What follows belongs to an exercise in optimizing a design on an open flow for small area, a short achievable clock period and few clock cycles per item; a production flow would make more cautious choices.
No functional check of the RTL was part of any run shown here.

==> flow/design.v, too long to show whole: its modules and the start of the top module <==
// module FP_booth_enc: 42 lines
// module FP_Mul_tree: 1958 lines
// module FP_Mul_gp: 4 lines
// module FP_pfx: 4 lines
// module FP_pfx_g: 3 lines
// module FP_fa: 4 lines
// module FP_ha: 4 lines
// module FP_Mul_pre: 35 lines
// module FP_Mul_post: 64 lines
// module fp_mul_arbiter: 114 lines
module fp_mul_arbiter #(
    parameter int W = fp_alu_pkg::FP_W
) (
    input  logic         clk,
    input  logic         rst,
    input  logic         req0_valid,
    input  logic [W-1:0] req0_a,
    input  logic [W-1:0] req0_b,
    output logic         req0_ready,
    input  logic         req1_valid,
    input  logic [W-1:0] req1_a,
    input  logic [W-1:0] req1_b,
    output logic         req1_ready,
    output logic         rsp_valid,
    output logic [W-1:0] rsp_data,
    output logic         rsp_id,
    input  logic         rsp_ready
);
  // ...
==> flow/flow/run.sh <==
#!/bin/bash
# The standard ORFS layout (the standard.sh, standard synthesis unchanged),
# with buf_2 cells as the port buffers instead of the resizer's default pick.
set -euo pipefail
bash standard.sh "BUFFER_PORTS_ARGS=-buffer_cell sky130_fd_sc_hd__buf_2" finish > orfs_make.log 2>&1
==> flow/standard.sh <==
#!/bin/bash
# synth_recipe.tcl (not shown) runs the flow's synth.tcl, then flattens the netlist and writes it again
# the make line also repeats each setting of config.mk as NAME=value (left out here)
make -C /OpenROAD-flow-scripts/flow DESIGN_CONFIG=/design/flow/config.mk WORK_HOME=/design/flow/orfs CLKGATE_MAP_FILE= SYNTH_SCRIPT=/design/flow/synth_recipe.tcl "${@:-finish}"
==> flow/config.mk <==
export PLATFORM = sky130hd
export DESIGN_NAME = fp_mul_arbiter
export DESIGN_NICKNAME = fp_mul_arbiter
export VERILOG_FILES = /design/flow/design.v
export SDC_FILE = /design/flow/constraint.sdc
export NUM_CORES = 4
export LEC_CHECK = 0
export CAP_MARGIN = 20
export CORE_MARGIN = 2
export CORE_UTILIZATION = 40
export CTS_BUF_LIST = sky130_fd_sc_hd__clkbuf_8
export SETUP_SLACK_MARGIN = 5
export SLEW_MARGIN = 20
export SYNTH_HIERARCHICAL = 1
export SYNTH_MINIMUM_KEEP_SIZE = 0
==> flow/constraint.sdc <==
create_clock -name core_clock -period 11.0 [get_ports {clk}]
set_input_delay 2.2000 -clock core_clock [delete_from_list [all_inputs] [get_ports {clk}]]
set_output_delay 2.2000 -clock core_clock [all_outputs]
set_load 0.01 [all_outputs]
==> impl_metrics.json, run 1 <==
{
  "status": "complete, no violations",
  "layout.cells.most_common": "xnor2_1",
  "h-tree-depth": 4,
  "regArea_sq_um": 3393,
  "hold_end": "s2_id_q$_DFFE_PN_",
  "track_usage_pct": 22.81,
  "busiest_layer": "met2",
  "grt-ovfl-total": 0,
  "fin_tns_setup_ns": 0,
  "netlist_instances": 1966,
  "start_util_pct": 40.54,
  "gp_congestion": 0.8934,
  "setup.worst_path.start": "s1_fa_q[5]$_DFFE_PN_",
  "post-cts-setup-buffer-count": 9,
  "clock_buffers": 17,
  "drv_slew": 0,
  "setup_viol": 0,
  "met1_usage_pct": 30.60,
  "min_period_ns": 5.823,
  "numCtsBuffers": 17,
  "antenna_found_initial": 1,
  "grt_pass1_vias": 16910,
  "worst_slew_margin_rel_pct": 31.10,
  "r2r_start": "s1_fa_q[5]$_DFFE_PN_",
  "io_buffers": 168,
  "remaining_drc_errors": 0,
  "r2r_slack_ns": 5.18,
  "drt-total-wl_um": 61670,
  "cts_root_buf": "clkbuf_8",
  "die_area_sq_um": 52670
}
==> module FP_Mul_post, before the edit <==
module FP_Mul_post (
    input  logic        sign_i,
    input  logic        nan_i,
    input  logic [9:0]  exp_i,      
    input  logic [24:0] ph_i,       
    input  logic        g_i,        
    input  logic        st_i,       
    output logic [31:0] p_o
);
    logic        n;
    logic        ru1, ru0;            
    logic [22:0] a1, a0;              
    logic [22:0] m1, m0, mant;
    logic        ovf1, ovf0;
    logic [9:0]  e1, e2;
    logic        u0, u1, u2, o0, o1, o2;
    logic [7:0]  ef;
    logic        zero, inf;
    assign n   = ph_i[24];
    assign ru1 = ph_i[0] & (g_i | st_i | ph_i[1]);
    assign ru0 = g_i & (st_i | ph_i[0]);
    always_comb begin
        a1[0] = ph_i[1];
        a0[0] = ph_i[0];
        for (int k = 1; k < 23; k++) begin
            a1[k] = a1[k-1] & ph_i[k+1];
            a0[k] = a0[k-1] & ph_i[k];
        end
        m1[0] = ph_i[1] ^ ru1;
        m0[0] = ph_i[0] ^ ru0;
        for (int k = 1; k < 23; k++) begin
            m1[k] = ph_i[k+1] ^ (ru1 & a1[k-1]);
            m0[k] = ph_i[k]   ^ (ru0 & a0[k-1]);
        end
    end
    assign ovf1 = ru1 & a1[22];
    assign ovf0 = ru0 & a0[22];
    assign mant = n ? m1 : m0;
    assign e1 = exp_i + 10'd1;
    assign e2 = exp_i + 10'd2;
    assign u0 = exp_i[9] | (exp_i == 10'd0);                    
    assign u1 = exp_i[9];                                        
    assign u2 = exp_i[9] & ~(&exp_i[8:0]);                       
    assign o0 = ~exp_i[9] & (exp_i[8] | (&exp_i[7:0]));          
    assign o1 = ~exp_i[9] & (exp_i[8] | (&exp_i[7:1]));          
    assign o2 = ~exp_i[9] & (exp_i[8] | ((&exp_i[7:2]) & (exp_i[1] | exp_i[0])));   
    always_comb begin
        if (n) begin
            ef   = ovf1 ? e2[7:0] : e1[7:0];
            zero = ovf1 ? u2 : u1;
            inf  = ovf1 ? o2 : o1;
        end else begin
            ef   = ovf0 ? e1[7:0] : exp_i[7:0];
            zero = ovf0 ? u1 : u0;
            inf  = ovf0 ? o1 : o0;
        end
        if (zero)
            p_o = {sign_i, 31'd0};
        else if (inf)
            p_o = {sign_i, 8'hFF, nan_i, 22'd0};
        else
            p_o = {sign_i, ef, mant};
    end
endmodule
==> module fp_mul_arbiter, before the edit <==
module fp_mul_arbiter #(
    parameter int W = fp_alu_pkg::FP_W
) (
    input  logic         clk,
    input  logic         rst,
    input  logic         req0_valid,
    input  logic [W-1:0] req0_a,
    input  logic [W-1:0] req0_b,
    output logic         req0_ready,
    input  logic         req1_valid,
    input  logic [W-1:0] req1_a,
    input  logic [W-1:0] req1_b,
    output logic         req1_ready,
    output logic         rsp_valid,
    output logic [W-1:0] rsp_data,
    output logic         rsp_id,
    input  logic         rsp_ready
);
    logic        last_q;                  
    logic        grant;                   
    logic        stall;
    logic        accept;
    logic [31:0] in_a, in_b;
    logic        s1_v_q, s1_id_q, s1_sign_q, s1_nan_q;
    logic [9:0]  s1_exp_q;
    logic [22:0] s1_fa_q;
    logic [11:0] s1_bone_q, s1_btwo_q;    
    logic [10:0] s1_bneg_q;
    logic [11:0] enc_one, enc_two;
    logic [10:0] enc_neg;
    logic        pre_sign, pre_nan;
    logic [9:0]  pre_exp;
    logic        s2_v_q, s2_id_q, s2_sign_q, s2_nan_q;
    logic [9:0]  s2_exp_q;
    logic [24:0] s2_ph_q;
    logic        s2_g_q, s2_st_q;
    always_comb begin
        if (req0_valid && req1_valid) grant = ~last_q;
        else if (req1_valid)          grant = 1'b1;
        else if (req0_valid)          grant = 1'b0;
        else                          grant = ~last_q;
    end
    assign stall      = s2_v_q & ~rsp_ready;
    assign req0_ready = ~rst & ~stall & ~grant;
    assign req1_ready = ~rst & ~stall &  grant;
    assign accept     = grant ? req1_valid : req0_valid;
    assign in_a       = grant ? req1_a : req0_a;
    assign in_b       = grant ? req1_b : req0_b;
    FP_Mul_pre u_pre (
        .a_i    (in_a),
        .b_i    (in_b),
        .sign_o (pre_sign),
        .nan_o  (pre_nan),
        .exp_o  (pre_exp)
    );
    logic [24:0] mul_ph;
    logic        mul_g, mul_st;
    FP_booth_enc u_enc (
        .fb   (in_b[22:0]),
        .bone (enc_one),
        .btwo (enc_two),
        .bneg (enc_neg)
    );
    FP_Mul_tree u_tree (
        .fa    (s1_fa_q),
        .bone  (s1_bone_q),
        .btwo  (s1_btwo_q),
        .bneg  (s1_bneg_q),
        .ph    (mul_ph),
        .g     (mul_g),
        .st    (mul_st)
    );
    FP_Mul_post u_post (
        .sign_i (s2_sign_q),
        .nan_i  (s2_nan_q),
        .exp_i  (s2_exp_q),
        .ph_i   (s2_ph_q),
        .g_i    (s2_g_q),
        .st_i   (s2_st_q),
        .p_o    (rsp_data)
    );
    always_ff @(posedge clk) begin
        if (rst) begin
            last_q <= 1'b1;
            s1_v_q <= 1'b0;
            s2_v_q <= 1'b0;
        end else if (!stall) begin
            if (accept) last_q <= grant;
            s1_v_q <= accept;
            s2_v_q <= s1_v_q;
        end
    end
    always_ff @(posedge clk) begin
        if (!stall) begin
            s1_id_q   <= grant;
            s1_sign_q <= pre_sign;
            s1_nan_q  <= pre_nan;
            s1_exp_q  <= pre_exp;
            s1_fa_q   <= in_a[22:0];
            s1_bone_q <= enc_one;
            s1_btwo_q <= enc_two;
            s1_bneg_q <= enc_neg;
            s2_id_q   <= s1_id_q;
            s2_sign_q <= s1_sign_q;
            s2_nan_q  <= s1_nan_q;
            s2_exp_q  <= s1_exp_q;
            s2_ph_q   <= mul_ph;
            s2_g_q    <= mul_g;
            s2_st_q   <= mul_st;
        end
    end
    assign rsp_valid = s2_v_q;
    assign rsp_id    = s2_id_q;
endmodule
==> inputs of run 2 (changes only) <==
--- a/flow/design.v
+++ b/flow/design.v
@@ -1461,18 +1461,17 @@
     FP_fa u_fs320 (.a(pp116), .b(pp140), .c(pp164), .s(fs320), .co(fc321));
     FP_ha u_hs322 (.a(pp188), .b(pp20), .s(hs322), .co(hc323));
     FP_fa u_fs324 (.a(bneg[10]), .b(pp117), .c(pp141), .s(fs324), .co(fc325));
     FP_fa u_fs326 (.a(pp165), .b(pp189), .c(pp21), .s(fs326), .co(fc327));
     FP_ha u_hs328 (.a(pp213), .b(pp237), .s(hs328), .co(hc329));
     FP_fa u_fs330 (.a(pp118), .b(pp142), .c(pp166), .s(fs330), .co(fc331));
     FP_fa u_fs332 (.a(pp190), .b(pp214), .c(pp22), .s(fs332), .co(fc333));
     FP_ha u_hs334 (.a(pp238), .b(pp262), .s(hs334), .co(hc335));
-    assign fs336 = ~(pp119 ^ pp143);
-    assign fc337 = pp119 | pp143;
+    FP_fa u_fs336 (.a(1'b1), .b(pp119), .c(pp143), .s(fs336), .co(fc337));
     FP_fa u_fs338 (.a(pp167), .b(pp191), .c(pp215), .s(fs338), .co(fc339));
     FP_fa u_fs340 (.a(pp23), .b(pp239), .c(pp263), .s(fs340), .co(fc341));
     FP_ha u_hs342 (.a(pp287), .b(pp47), .s(hs342), .co(hc343));
     FP_fa u_fs344 (.a(pp120), .b(pp144), .c(pp168), .s(fs344), .co(fc345));
     FP_fa u_fs346 (.a(pp192), .b(pp216), .c(pp24), .s(fs346), .co(fc347));
     FP_fa u_fs348 (.a(pp240), .b(pp264), .c(pp288), .s(fs348), .co(fc349));
     FP_ha u_hs350 (.a(pp48), .b(pp72), .s(hs350), .co(hc351));
     FP_fa u_fs352 (.a(fa[0]), .b(pp121), .c(pp145), .s(fs352), .co(fc353));
@@ -1486,36 +1485,32 @@
     FP_fa u_fs368 (.a(bneg[0]), .b(fa[2]), .c(pp123), .s(fs368), .co(fc369));
     FP_fa u_fs370 (.a(pp147), .b(pp171), .c(pp195), .s(fs370), .co(fc371));
     FP_fa u_fs372 (.a(pp219), .b(pp243), .c(pp267), .s(fs372), .co(fc373));
     FP_fa u_fs374 (.a(pp291), .b(pp51), .c(pp75), .s(fs374), .co(fc375));
     FP_fa u_fs376 (.a(fa[3]), .b(ns26), .c(ns52), .s(fs376), .co(fc377));
     FP_fa u_fs378 (.a(pp100), .b(pp124), .c(pp148), .s(fs378), .co(fc379));
     FP_fa u_fs380 (.a(pp172), .b(pp196), .c(pp220), .s(fs380), .co(fc381));
     FP_fa u_fs382 (.a(pp244), .b(pp268), .c(pp292), .s(fs382), .co(fc383));
-    assign fs384 = ~(fa[4] ^ pp101);
-    assign fc385 = fa[4] | pp101;
+    FP_fa u_fs384 (.a(1'b1), .b(fa[4]), .c(pp101), .s(fs384), .co(fc385));
     FP_fa u_fs386 (.a(pp125), .b(pp149), .c(pp173), .s(fs386), .co(fc387));
     FP_fa u_fs388 (.a(pp197), .b(pp221), .c(pp245), .s(fs388), .co(fc389));
     FP_ha u_hs390 (.a(pp269), .b(pp293), .s(hs390), .co(hc391));
     FP_fa u_fs392 (.a(fa[5]), .b(ns78), .c(pp102), .s(fs392), .co(fc393));
     FP_fa u_fs394 (.a(pp126), .b(pp150), .c(pp174), .s(fs394), .co(fc395));
     FP_fa u_fs396 (.a(pp198), .b(pp222), .c(pp246), .s(fs396), .co(fc397));
-    assign fs398 = ~(fa[6] ^ pp103);
-    assign fc399 = fa[6] | pp103;
+    FP_fa u_fs398 (.a(1'b1), .b(fa[6]), .c(pp103), .s(fs398), .co(fc399));
     FP_fa u_fs400 (.a(pp127), .b(pp151), .c(pp175), .s(fs400), .co(fc401));
     FP_ha u_hs402 (.a(pp199), .b(pp223), .s(hs402), .co(hc403));
     FP_fa u_fs404 (.a(fa[7]), .b(ns104), .c(pp128), .s(fs404), .co(fc405));
     FP_fa u_fs406 (.a(pp152), .b(pp176), .c(pp200), .s(fs406), .co(fc407));
-    assign fs408 = ~(fa[8] ^ pp129);
-    assign fc409 = fa[8] | pp129;
+    FP_fa u_fs408 (.a(1'b1), .b(fa[8]), .c(pp129), .s(fs408), .co(fc409));
     FP_ha u_hs410 (.a(pp153), .b(pp177), .s(hs410), .co(hc411));
     FP_fa u_fs412 (.a(fa[9]), .b(ns130), .c(pp154), .s(fs412), .co(fc413));
-    assign hs414 = ~fa[10];
-    assign hc415 = fa[10];
+    FP_ha u_hs414 (.a(1'b1), .b(fa[10]), .s(hs414), .co(hc415));
     FP_ha u_hs416 (.a(bneg[5]), .b(pp107), .s(hs416), .co(hc417));
     FP_ha u_hs418 (.a(pp108), .b(pp12), .s(hs418), .co(hc419));
     FP_fa u_fs420 (.a(bneg[6]), .b(pp109), .c(pp13), .s(fs420), .co(fc421));
     FP_ha u_hs422 (.a(pp133), .b(pp157), .s(hs422), .co(hc423));
     FP_fa u_fs424 (.a(pp110), .b(pp134), .c(pp14), .s(fs424), .co(fc425));
     FP_ha u_hs426 (.a(pp158), .b(pp38), .s(hs426), .co(hc427));
     FP_fa u_fs428 (.a(bneg[7]), .b(pp111), .c(pp135), .s(fs428), .co(fc429));
     FP_fa u_fs430 (.a(pp15), .b(pp159), .c(pp183), .s(fs430), .co(fc431));
@@ -1578,28 +1573,25 @@
     FP_fa u_fs544 (.a(pp250), .b(pp274), .c(pp298), .s(fs544), .co(fc545));
     FP_fa u_fs546 (.a(hc411), .b(fc409), .c(fs412), .s(fs546), .co(fc547));
     FP_fa u_fs548 (.a(hs414), .b(pp155), .c(pp179), .s(fs548), .co(fc549));
     FP_fa u_fs550 (.a(pp203), .b(pp227), .c(pp251), .s(fs550), .co(fc551));
     FP_fa u_fs552 (.a(pp275), .b(pp299), .c(fc413), .s(fs552), .co(fc553));
     FP_fa u_fs554 (.a(fa[11]), .b(ns156), .c(hc415), .s(fs554), .co(fc555));
     FP_fa u_fs556 (.a(pp180), .b(pp204), .c(pp228), .s(fs556), .co(fc557));
     FP_fa u_fs558 (.a(pp252), .b(pp276), .c(pp300), .s(fs558), .co(fc559));
-    assign fs560 = ~(fa[12] ^ pp181);
-    assign fc561 = fa[12] | pp181;
+    FP_fa u_fs560 (.a(1'b1), .b(fa[12]), .c(pp181), .s(fs560), .co(fc561));
     FP_fa u_fs562 (.a(pp205), .b(pp229), .c(pp253), .s(fs562), .co(fc563));
     FP_ha u_hs564 (.a(pp277), .b(pp301), .s(hs564), .co(hc565));
     FP_fa u_fs566 (.a(fa[13]), .b(ns182), .c(pp206), .s(fs566), .co(fc567));
     FP_fa u_fs568 (.a(pp230), .b(pp254), .c(pp278), .s(fs568), .co(fc569));
-    assign fs570 = ~(fa[14] ^ pp207);
-    assign fc571 = fa[14] | pp207;
+    FP_fa u_fs570 (.a(1'b1), .b(fa[14]), .c(pp207), .s(fs570), .co(fc571));
     FP_ha u_hs572 (.a(pp231), .b(pp255), .s(hs572), .co(hc573));
     FP_fa u_fs574 (.a(fa[15]), .b(ns208), .c(pp232), .s(fs574), .co(fc575));
-    assign hs576 = ~fa[16];
-    assign hc577 = fa[16];
+    FP_ha u_hs576 (.a(1'b1), .b(fa[16]), .s(hs576), .co(hc577));
     FP_ha u_hs578 (.a(bneg[3]), .b(pp31), .s(hs578), .co(hc579));
     FP_ha u_hs580 (.a(pp32), .b(pp56), .s(hs580), .co(hc581));
     FP_fa u_fs582 (.a(bneg[4]), .b(pp105), .c(pp33), .s(fs582), .co(fc583));
     FP_ha u_hs584 (.a(pp57), .b(pp81), .s(hs584), .co(hc585));
     FP_fa u_fs586 (.a(pp10), .b(pp106), .c(pp34), .s(fs586), .co(fc587));
     FP_ha u_hs588 (.a(pp58), .b(pp82), .s(hs588), .co(hc589));
     FP_fa u_fs590 (.a(pp11), .b(pp131), .c(pp35), .s(fs590), .co(fc591));
     FP_fa u_fs592 (.a(pp59), .b(pp83), .c(hs416), .s(fs592), .co(fc593));
@@ -1660,22 +1652,20 @@
     FP_fa u_fs702 (.a(pp279), .b(pp303), .c(hs572), .s(fs702), .co(fc703));
     FP_fa u_fs704 (.a(fc567), .b(fc569), .c(fs570), .s(fs704), .co(fc705));
     FP_fa u_fs706 (.a(pp256), .b(pp280), .c(pp304), .s(fs706), .co(fc707));
     FP_fa u_fs708 (.a(hc573), .b(fc571), .c(fs574), .s(fs708), .co(fc709));
     FP_fa u_fs710 (.a(hs576), .b(pp233), .c(pp257), .s(fs710), .co(fc711));
     FP_fa u_fs712 (.a(pp281), .b(pp305), .c(fc575), .s(fs712), .co(fc713));
     FP_fa u_fs714 (.a(fa[17]), .b(ns234), .c(hc577), .s(fs714), .co(fc715));
     FP_fa u_fs716 (.a(pp258), .b(pp282), .c(pp306), .s(fs716), .co(fc717));
-    assign fs718 = ~(fa[18] ^ pp259);
-    assign fc719 = fa[18] | pp259;
+    FP_fa u_fs718 (.a(1'b1), .b(fa[18]), .c(pp259), .s(fs718), .co(fc719));
     FP_ha u_hs720 (.a(pp283), .b(pp307), .s(hs720), .co(hc721));
     FP_fa u_fs722 (.a(fa[19]), .b(ns260), .c(pp284), .s(fs722), .co(fc723));
-    assign hs724 = ~fa[20];
-    assign hc725 = fa[20];
+    FP_ha u_hs724 (.a(1'b1), .b(fa[20]), .s(hs724), .co(hc725));
     FP_ha u_hs726 (.a(bneg[2]), .b(pp29), .s(hs726), .co(hc727));
     FP_ha u_hs728 (.a(pp30), .b(pp54), .s(hs728), .co(hc729));
     FP_fa u_fs730 (.a(pp55), .b(pp7), .c(pp79), .s(fs730), .co(fc731));
     FP_fa u_fs732 (.a(pp8), .b(pp80), .c(hc579), .s(fs732), .co(fc733));
     FP_fa u_fs734 (.a(pp9), .b(hc581), .c(hs584), .s(fs734), .co(fc735));
     FP_fa u_fs736 (.a(hc585), .b(hs588), .c(fc583), .s(fs736), .co(fc737));
     FP_fa u_fs738 (.a(hc589), .b(fc587), .c(fs590), .s(fs738), .co(fc739));
     FP_fa u_fs740 (.a(fc591), .b(fs594), .c(fc593), .s(fs740), .co(fc741));
@@ -1708,18 +1698,17 @@
     FP_fa u_fs794 (.a(fs702), .b(fc699), .c(fc701), .s(fs794), .co(fc795));
     FP_fa u_fs796 (.a(fs706), .b(fc703), .c(fc705), .s(fs796), .co(fc797));
     FP_fa u_fs798 (.a(fc707), .b(fs710), .c(fc709), .s(fs798), .co(fc799));
     FP_fa u_fs800 (.a(fc711), .b(fs714), .c(fs716), .s(fs800), .co(fc801));
     FP_fa u_fs802 (.a(hs720), .b(fc715), .c(fc717), .s(fs802), .co(fc803));
     FP_fa u_fs804 (.a(pp308), .b(hc721), .c(fc719), .s(fs804), .co(fc805));
     FP_fa u_fs806 (.a(hs724), .b(pp285), .c(pp309), .s(fs806), .co(fc807));
     FP_fa u_fs808 (.a(fa[21]), .b(ns286), .c(hc725), .s(fs808), .co(fc809));
-    assign hs810 = ~fa[22];
-    assign hc811 = fa[22];
+    FP_ha u_hs810 (.a(1'b1), .b(fa[22]), .s(hs810), .co(hc811));
     FP_ha u_hs812 (.a(bneg[1]), .b(pp27), .s(hs812), .co(hc813));
     FP_ha u_hs814 (.a(pp28), .b(pp4), .s(hs814), .co(hc815));
     FP_fa u_fs816 (.a(pp5), .b(pp53), .c(hs726), .s(fs816), .co(fc817));
     FP_fa u_fs818 (.a(pp6), .b(hc727), .c(hs728), .s(fs818), .co(fc819));
     FP_fa u_fs820 (.a(hc729), .b(hs578), .c(fs730), .s(fs820), .co(fc821));
     FP_fa u_fs822 (.a(hs580), .b(fc731), .c(fs732), .s(fs822), .co(fc823));
     FP_fa u_fs824 (.a(fs582), .b(fc733), .c(fs734), .s(fs824), .co(fc825));
     FP_fa u_fs826 (.a(fs586), .b(fc735), .c(fs736), .s(fs826), .co(fc827));
@@ -1755,18 +1744,17 @@
     FP_fa u_fs886 (.a(fs708), .b(fc795), .c(fs796), .s(fs886), .co(fc887));
     FP_fa u_fs888 (.a(fs712), .b(fc797), .c(fs798), .s(fs888), .co(fc889));
     FP_fa u_fs890 (.a(fc713), .b(fs800), .c(fc799), .s(fs890), .co(fc891));
     FP_fa u_fs892 (.a(fs718), .b(fc801), .c(fs802), .s(fs892), .co(fc893));
     FP_fa u_fs894 (.a(fs722), .b(fc803), .c(fs804), .s(fs894), .co(fc895));
     FP_fa u_fs896 (.a(fc723), .b(fs806), .c(fc805), .s(fs896), .co(fc897));
     FP_fa u_fs898 (.a(pp310), .b(fc807), .c(fs808), .s(fs898), .co(fc899));
     FP_fa u_fs900 (.a(hs810), .b(pp311), .c(fc809), .s(fs900), .co(fc901));
-    assign hs902 = ~hc811;
-    assign hc903 = hc811;
+    FP_ha u_hs902 (.a(1'b1), .b(hc811), .s(hs902), .co(hc903));
     assign row_s[0] = bneg[0];
     assign row_c[0] = pp1;
     assign row_s[1] = pp2;
     assign row_c[1] = 1'b0;
     assign row_s[2] = hs812;
     assign row_c[2] = pp3;
     assign row_s[3] = hc813;
     assign row_c[3] = hs814;
@@ -2058,71 +2046,87 @@
             sign_o = 1'b0;
             exp_o  = 10'd300;           
         end else if (a_inf || b_inf)
             exp_o  = 10'd300;           
         else if (a_zero || b_zero)
             exp_o  = 10'h300;           
     end
 endmodule
+module FP_Mul_round (
+    input  logic [1:0]  ph_i,       
+    input  logic        g_i,        
+    input  logic        st_i,       
+    output logic        ru1_o,      
+    output logic        ru0_o       
+);
+    assign ru1_o = ph_i[0] & (g_i | st_i | ph_i[1]);
+    assign ru0_o = g_i & (st_i | ph_i[0]);
+endmodule
+module FP_Mul_expf (
+    input  logic [9:0]  exp_i,
+    output logic [2:0]  u_o,        
+    output logic [2:0]  o_o         
+);
+    logic [9:0] e1, e2;
+    assign e1 = exp_i + 10'd1;
+    assign e2 = exp_i + 10'd2;
+    assign u_o[0] = exp_i[9] | (exp_i == 10'd0);
+    assign u_o[1] = e1[9] | (e1 == 10'd0);
+    assign u_o[2] = e2[9] | (e2 == 10'd0);
+    assign o_o[0] = ~exp_i[9] & (exp_i >= 10'd255);
+    assign o_o[1] = ~e1[9] & (e1 >= 10'd255);
+    assign o_o[2] = ~e2[9] & (e2 >= 10'd255);
+endmodule
 module FP_Mul_post (
     input  logic        sign_i,
     input  logic        nan_i,
-    input  logic [9:0]  exp_i,      
+    input  logic [7:0]  exp_i,      
+    input  logic [2:0]  u_i,        
+    input  logic [2:0]  o_i,        
     input  logic [24:0] ph_i,       
-    input  logic        g_i,        
-    input  logic        st_i,       
+    input  logic        ru1_i,      
+    input  logic        ru0_i,      
     output logic [31:0] p_o
 );
     logic        n;
-    logic        ru1, ru0;            
     logic [22:0] a1, a0;              
     logic [22:0] m1, m0, mant;
     logic        ovf1, ovf0;
-    logic [9:0]  e1, e2;
-    logic        u0, u1, u2, o0, o1, o2;
-    logic [7:0]  ef;
+    logic [7:0]  e1, e2, ef;
     logic        zero, inf;
-    assign n   = ph_i[24];
-    assign ru1 = ph_i[0] & (g_i | st_i | ph_i[1]);
-    assign ru0 = g_i & (st_i | ph_i[0]);
+    assign n = ph_i[24];
     always_comb begin
         a1[0] = ph_i[1];
         a0[0] = ph_i[0];
         for (int k = 1; k < 23; k++) begin
             a1[k] = a1[k-1] & ph_i[k+1];
             a0[k] = a0[k-1] & ph_i[k];
         end
-        m1[0] = ph_i[1] ^ ru1;
-        m0[0] = ph_i[0] ^ ru0;
+        m1[0] = ph_i[1] ^ ru1_i;
+        m0[0] = ph_i[0] ^ ru0_i;
         for (int k = 1; k < 23; k++) begin
-            m1[k] = ph_i[k+1] ^ (ru1 & a1[k-1]);
-            m0[k] = ph_i[k]   ^ (ru0 & a0[k-1]);
+            m1[k] = ph_i[k+1] ^ (ru1_i & a1[k-1]);
+            m0[k] = ph_i[k]   ^ (ru0_i & a0[k-1]);
         end
     end
-    assign ovf1 = ru1 & a1[22];
-    assign ovf0 = ru0 & a0[22];
+    assign ovf1 = ru1_i & a1[22];
+    assign ovf0 = ru0_i & a0[22];
     assign mant = n ? m1 : m0;
-    assign e1 = exp_i + 10'd1;
-    assign e2 = exp_i + 10'd2;
-    assign u0 = exp_i[9] | (exp_i == 10'd0);                    
-    assign u1 = exp_i[9];                                        
-    assign u2 = exp_i[9] & ~(&exp_i[8:0]);                       
-    assign o0 = ~exp_i[9] & (exp_i[8] | (&exp_i[7:0]));          
-    assign o1 = ~exp_i[9] & (exp_i[8] | (&exp_i[7:1]));          
-    assign o2 = ~exp_i[9] & (exp_i[8] | ((&exp_i[7:2]) & (exp_i[1] | exp_i[0])));   
+    assign e1 = exp_i + 8'd1;
+    assign e2 = exp_i + 8'd2;
     always_comb begin
         if (n) begin
-            ef   = ovf1 ? e2[7:0] : e1[7:0];
-            zero = ovf1 ? u2 : u1;
-            inf  = ovf1 ? o2 : o1;
+            ef   = ovf1 ? e2 : e1;
+            zero = ovf1 ? u_i[2] : u_i[1];
+            inf  = ovf1 ? o_i[2] : o_i[1];
         end else begin
-            ef   = ovf0 ? e1[7:0] : exp_i[7:0];
-            zero = ovf0 ? u1 : u0;
-            inf  = ovf0 ? o1 : o0;
+            ef   = ovf0 ? e1 : exp_i;
+            zero = ovf0 ? u_i[1] : u_i[0];
+            inf  = ovf0 ? o_i[1] : o_i[0];
         end
         if (zero)
             p_o = {sign_i, 31'd0};
         else if (inf)
             p_o = {sign_i, 8'hFF, nan_i, 22'd0};
         else
             p_o = {sign_i, ef, mant};
     end
@@ -2142,46 +2146,42 @@
     input  logic [W-1:0] req1_a,
     input  logic [W-1:0] req1_b,
     output logic         req1_ready,
     output logic         rsp_valid,
     output logic [W-1:0] rsp_data,
     output logic         rsp_id,
     input  logic         rsp_ready
 );
-    logic        last_q;                  
-    logic        grant;                   
+    logic        turn_q;                  
     logic        stall;
     logic        accept;
     logic [31:0] in_a, in_b;
     logic        s1_v_q, s1_id_q, s1_sign_q, s1_nan_q;
     logic [9:0]  s1_exp_q;
     logic [22:0] s1_fa_q;
     logic [11:0] s1_bone_q, s1_btwo_q;    
     logic [10:0] s1_bneg_q;
     logic [11:0] enc_one, enc_two;
     logic [10:0] enc_neg;
     logic        pre_sign, pre_nan;
     logic [9:0]  pre_exp;
     logic        s2_v_q, s2_id_q, s2_sign_q, s2_nan_q;
-    logic [9:0]  s2_exp_q;
+    logic [7:0]  s2_exp_q;
+    logic [2:0]  s2_u_q, s2_o_q;
+    logic [2:0]  exp_u, exp_o;
     logic [24:0] s2_ph_q;
-    logic        s2_g_q, s2_st_q;
-    always_comb begin
-        if (req0_valid && req1_valid) grant = ~last_q;
-        else if (req1_valid)          grant = 1'b1;
-        else if (req0_valid)          grant = 1'b0;
-        else                          grant = ~last_q;
-    end
+    logic        s2_ru1_q, s2_ru0_q;
+    logic        mul_ru1, mul_ru0;
     assign stall      = s2_v_q & ~rsp_ready;
-    assign req0_ready = ~rst & ~stall & ~grant;
-    assign req1_ready = ~rst & ~stall &  grant;
-    assign accept     = grant ? req1_valid : req0_valid;
-    assign in_a       = grant ? req1_a : req0_a;
-    assign in_b       = grant ? req1_b : req0_b;
+    assign req0_ready = ~rst & ~stall & ~turn_q;
+    assign req1_ready = ~rst & ~stall &  turn_q;
+    assign accept     = turn_q ? req1_valid : req0_valid;
+    assign in_a       = turn_q ? req1_a : req0_a;
+    assign in_b       = turn_q ? req1_b : req0_b;
     FP_Mul_pre u_pre (
         .a_i    (in_a),
         .b_i    (in_b),
         .sign_o (pre_sign),
         .nan_o  (pre_nan),
         .exp_o  (pre_exp)
     );
     logic [24:0] mul_ph;
@@ -2196,51 +2196,67 @@
         .fa    (s1_fa_q),
         .bone  (s1_bone_q),
         .btwo  (s1_btwo_q),
         .bneg  (s1_bneg_q),
         .ph    (mul_ph),
         .g     (mul_g),
         .st    (mul_st)
     );
+    FP_Mul_expf u_expf (
+        .exp_i (s1_exp_q),
+        .u_o   (exp_u),
+        .o_o   (exp_o)
+    );
+    FP_Mul_round u_round (
+        .ph_i  (mul_ph[1:0]),
+        .g_i   (mul_g),
+        .st_i  (mul_st),
+        .ru1_o (mul_ru1),
+        .ru0_o (mul_ru0)
+    );
     FP_Mul_post u_post (
         .sign_i (s2_sign_q),
         .nan_i  (s2_nan_q),
         .exp_i  (s2_exp_q),
+        .u_i    (s2_u_q),
+        .o_i    (s2_o_q),
         .ph_i   (s2_ph_q),
-        .g_i    (s2_g_q),
-        .st_i   (s2_st_q),
+        .ru1_i  (s2_ru1_q),
+        .ru0_i  (s2_ru0_q),
         .p_o    (rsp_data)
     );
     always_ff @(posedge clk) begin
         if (rst) begin
-            last_q <= 1'b1;
+            turn_q <= 1'b0;
             s1_v_q <= 1'b0;
             s2_v_q <= 1'b0;
         end else if (!stall) begin
-            if (accept) last_q <= grant;
+            if (turn_q ? req0_valid : req1_valid) turn_q <= ~turn_q;
             s1_v_q <= accept;
             s2_v_q <= s1_v_q;
         end
     end
     always_ff @(posedge clk) begin
         if (!stall) begin
-            s1_id_q   <= grant;
+            s1_id_q   <= turn_q;
             s1_sign_q <= pre_sign;
             s1_nan_q  <= pre_nan;
             s1_exp_q  <= pre_exp;
             s1_fa_q   <= in_a[22:0];
             s1_bone_q <= enc_one;
             s1_btwo_q <= enc_two;
             s1_bneg_q <= enc_neg;
             s2_id_q   <= s1_id_q;
             s2_sign_q <= s1_sign_q;
             s2_nan_q  <= s1_nan_q;
-            s2_exp_q  <= s1_exp_q;
+            s2_exp_q  <= s1_exp_q[7:0];
+            s2_u_q    <= exp_u;
+            s2_o_q    <= exp_o;
             s2_ph_q   <= mul_ph;
-            s2_g_q    <= mul_g;
-            s2_st_q   <= mul_st;
+            s2_ru1_q  <= mul_ru1;
+            s2_ru0_q  <= mul_ru0;
         end
     end
     assign rsp_valid = s2_v_q;
     assign rsp_id    = s2_id_q;
 endmodule
 `default_nettype wire
==> flow/config.mk (replaced) <==
export PLATFORM = sky130hd
export DESIGN_NAME = fp_mul_arbiter
export DESIGN_NICKNAME = fp_mul_arbiter
export VERILOG_FILES = /design/flow/design.v
export SDC_FILE = /design/flow/constraint.sdc
export NUM_CORES = 4
export LEC_CHECK = 0
export CAP_MARGIN = 20
export CORE_MARGIN = 2
export CORE_UTILIZATION = 40
export SETUP_SLACK_MARGIN = 5
export SLEW_MARGIN = 20
export SYNTH_HIERARCHICAL = 1
export SYNTH_MINIMUM_KEEP_SIZE = 0
==> run 2 against run 1 <==
Compared with the run above:
- synthesized cell count increased by 1.0%
- core utilization grew 0.91 points
- hold slack worse by 0.012 ns
==> impl_metrics.json, run 2 <==
{
  "start_kind": "register",
  "fin_ws_ns": 5.209,
  "crit_family": "adder cells",
  "largest_reg_flops": 25,
  "num_vias": 16930,
  "grt-ovfl-total": 0,
  "grt_setup_unrepaired": "false",
  "layout.cells.most_common": "xnor2_1",
  "cts_sinks": 118,
  "final_hold_viol_count": 0,
  "antenna_left": 0,
  "cp_max_fo": 24,
  "max_stage_delay_ns": 0.54,
  "pin_count": 169,
  "min_path_cells": 0,
  "die_h_um": 232.9,
  "drtPass1Iterations": 6,
  "rows": 83,
  "hold_end": "s2_id_q$_DFFE_PN_",
  "drive_gt1_share_pct": 19.32,
  "path_common_cell": "a21o_1",
  "antenna_found_initial": 0,
  "critPathKind": "reg -> reg",
  "viasPerCell": 6.051,
  "area_delta_synth_final_pct": 11.80,
  "clk_latency_ns": 0.43,
  "status": "complete, no violations",
  "final_nets": 2603,
  "io_buffers": 168,
  "dp.cells": 2717,
  "drt-total-wl_um": 64340,
  "fin_tns_setup_ns": 0,
  "place_hpwl_um": 43060,
  "grt_max_degree": 68,
  "crit_chain": "buf_4 -> a22oi_1 -> xnor2_1 -> fa_1 -> fa_1 -> fa_1 -> fa_1 -> fa_1 -> ha_1 -> a21o_1 -> a21o_1 -> a21o_1 -> a21o_1 -> a21o_1 -> a21o_1 -> xor2_1",
  "yosys_warnings": 9,
  "worst_slew_margin_rel_pct": 42.39,
  "remaining_drc_errors": 0,
  "setup_viol": 0,
  "core_sq_um": 51610,
  "r2r_start": "s1_bone_q[7]$_DFFE_PN_",
  "drtIter0Drc": 2207,
  "clock.fmax_ghz": 0.1727,
  "grt_pass1_vias": 17270,
  "grt_pass1_wl_um": 100000,
  "cp.arrival_ns": 5.97,
  "cts_root_buf": "clkbuf_16",
  "reg_top3": "s2_ph_q x25, s1_fa_q x23",
  "min_period_ns": 5.791,
  "worstHoldPathType": "reg -> reg",
  "cp_slowest_cell": "fa_1",
  "netlist_instances": 1986,
  "final.period_utilization_pct": 52.64,
  "r2r_cells": 16,
  "drv_slew": 0,
  "syn_area_sq_um": 20960,
  "synth_area_per_cell_sq_um": 10.56,
  "n_antenna_cell": 0,
  "dp_slack_ns": 4.816,
  "top_register": "s2_ph_q",
  "h-tree-depth": 4,
  "track_usage_pct": 23.73,
  "wl_per_cell_um": 23.00,
  "layout_common_cells": "xnor2_1 (280), a22oi_1 (265), fa_1 (264)",
  "cp_data_required_time_ns": 11.18,
  "tightestPinTransition_ns": 0.8641,
  "cts_buffer_depth": 2,
  "clkTransAtPathRegs_ns": 0.06,
  "hp-start": "s1_id_q$_DFFE_PN_",
  "cts_tree": "yes",
  "fin_cells": 2797,
  "crit_buf_inv": 1,
  "chipWidth_um": 232.9,
  "numCtsBuffers": 17,
  "r2r-end": "s2_ph_q[16]$_DFFE_PN_",
  "r2r_slack_ns": 5.21,
  "clock_skew_ns": 0.01093,
  "start_util_pct": 40.61,
  "drv_cap": 0,
  "die_area_sq_um": 54250,
  "crit_path_end_kind": "register",
  "gp_congestion": 0.8817
}
==> run 2: worst reg2reg max path: stages, from the launching register on <==
cell and delay [ns]:
edfxtp_1 0.31, buf_4 0.37, a22oi_1 0.19, xnor2_1 0.32, fa_1 0.51, fa_1 0.49
fa_1 0.44, fa_1 0.54, fa_1 0.42, ha_1 0.33, a21o_1 0.21, a21o_1 0.25
a21o_1 0.29, a21o_1 0.33, a21o_1 0.23, a21o_1 0.16, xor2_1 0.17
==> run 2: how the worst max path moves through the flow <==
stage / startpoint / endpoint / slack, ns / cells after the start
4_1_cts: s1_bone_q[5]$_DFFE_PN_ / s2_ph_q[16]$_DFFE_PN_ / 5.03 / 15
3_3_place_gp: s1_fa_q[14]$_DFFE_PN_ / s2_ph_q[18]$_DFFE_PN_ / 4.84 / 15
5_1_grt: s1_fa_q[13]$_DFFE_PN_ / s2_ph_q[18]$_DFFE_PN_ / 4.98 / 16
3_5_place_dp: s1_bone_q[4]$_DFFE_PN_ / s2_ru1_q$_DFFE_PN_ / 4.82 / 15
6_report: s1_bone_q[7]$_DFFE_PN_ / s2_ph_q[16]$_DFFE_PN_ / 5.21 / 16
2_1_floorplan: s1_bneg_q[4]$_DFFE_PN_ / s2_ph_q[17]$_DFFE_PN_ / 5.57 / 16
==> run 2: cell type report <==
cell class / instances / area, sq um
Tap cell: 680 / 850.8
Multi-Input combinational cell: 1673 / 16550
Inverter: 31 / 118.9
Fill cell: 4748 / 28180
Clock inverter: 14 / 221.5
Sequential cell: 118 / 3515
Timing Repair Buffer: 263 / 1747
Clock buffer: 18 / 429.2
==> run 2: routing by layer <==
layer	routed length (um)	track usage, %	vias up	part of all wire [%]
met5	0	0	-	0
met4	2084	9.076	0	3.2
met3	5811	4.608	146	9.0
met2	28980	36.51	971	45
met1	27470	32.96	8404	43
li1	-	-	7405	-
==> run 2: stage by stage <==
stage | util (%) | hold WS [ns] | area [sq um]
after CTS | 44.65 | 0.4212 | 23040
after global routing | 45.41 | 0.4267 | 23440
final | 45.41 | 0.4184 | 23440
after floorplan | - | 0.4003 | 21000
after detailed placement | 43.10 | 0.4066 | 22250
after global placement | 42.99 | 0.4015 | 22190
==> run 2: repair_timing <==
item                                    CTS  global route
setup buffers                            13            35
pin swaps                                 0             0
endpoints found under the setup margin   36            28
endpoints found under the hold margin     0             0
gates resized for setup                   2             4
hold buffers                              0             0

[port drivers added, routing unchanged]
The flow's constraints put no driver on any port. The routed layouts listed below were extracted and timed again, unchanged, in two steps.
Step 1 sets driving cells, clkbuf_16 on the clock port and buf_2 on the other inputs (assumed; they add their load-dependent delay and slew).
Step 2 times the ports against the registers' clock, not the clock port: input delays grow and output delays shrink by t, the midpoint of the rising clock arrivals with the driver on.
Three values: no drivers, after step 1, after step 2; two values: the first two.
| run | t (ns) | setup slack, ns | hold WS [ns] | clock arrival spread, ns | worst register clock-pin slew, ns |
|---|---|---|---|---|---|
| run 1 | 0.487 | 5.177 / 5.172 / 5.172 | 0.431 / 0.431 / 0.431 | 0.012 / 0.013 | 0.08 / 0.08 |
| run 2 | 0.473 | 5.209 / 5.174 / 5.209 | 0.418 / 0.418 / 0.418 | 0.011 / 0.011 | 0.06 / 0.06 |
After both steps every run listed still meets setup and hold. For run 1, which loses most, drivers alone change the setup slack by -0.005 ns; drivers and shift together by -0.005 ns.
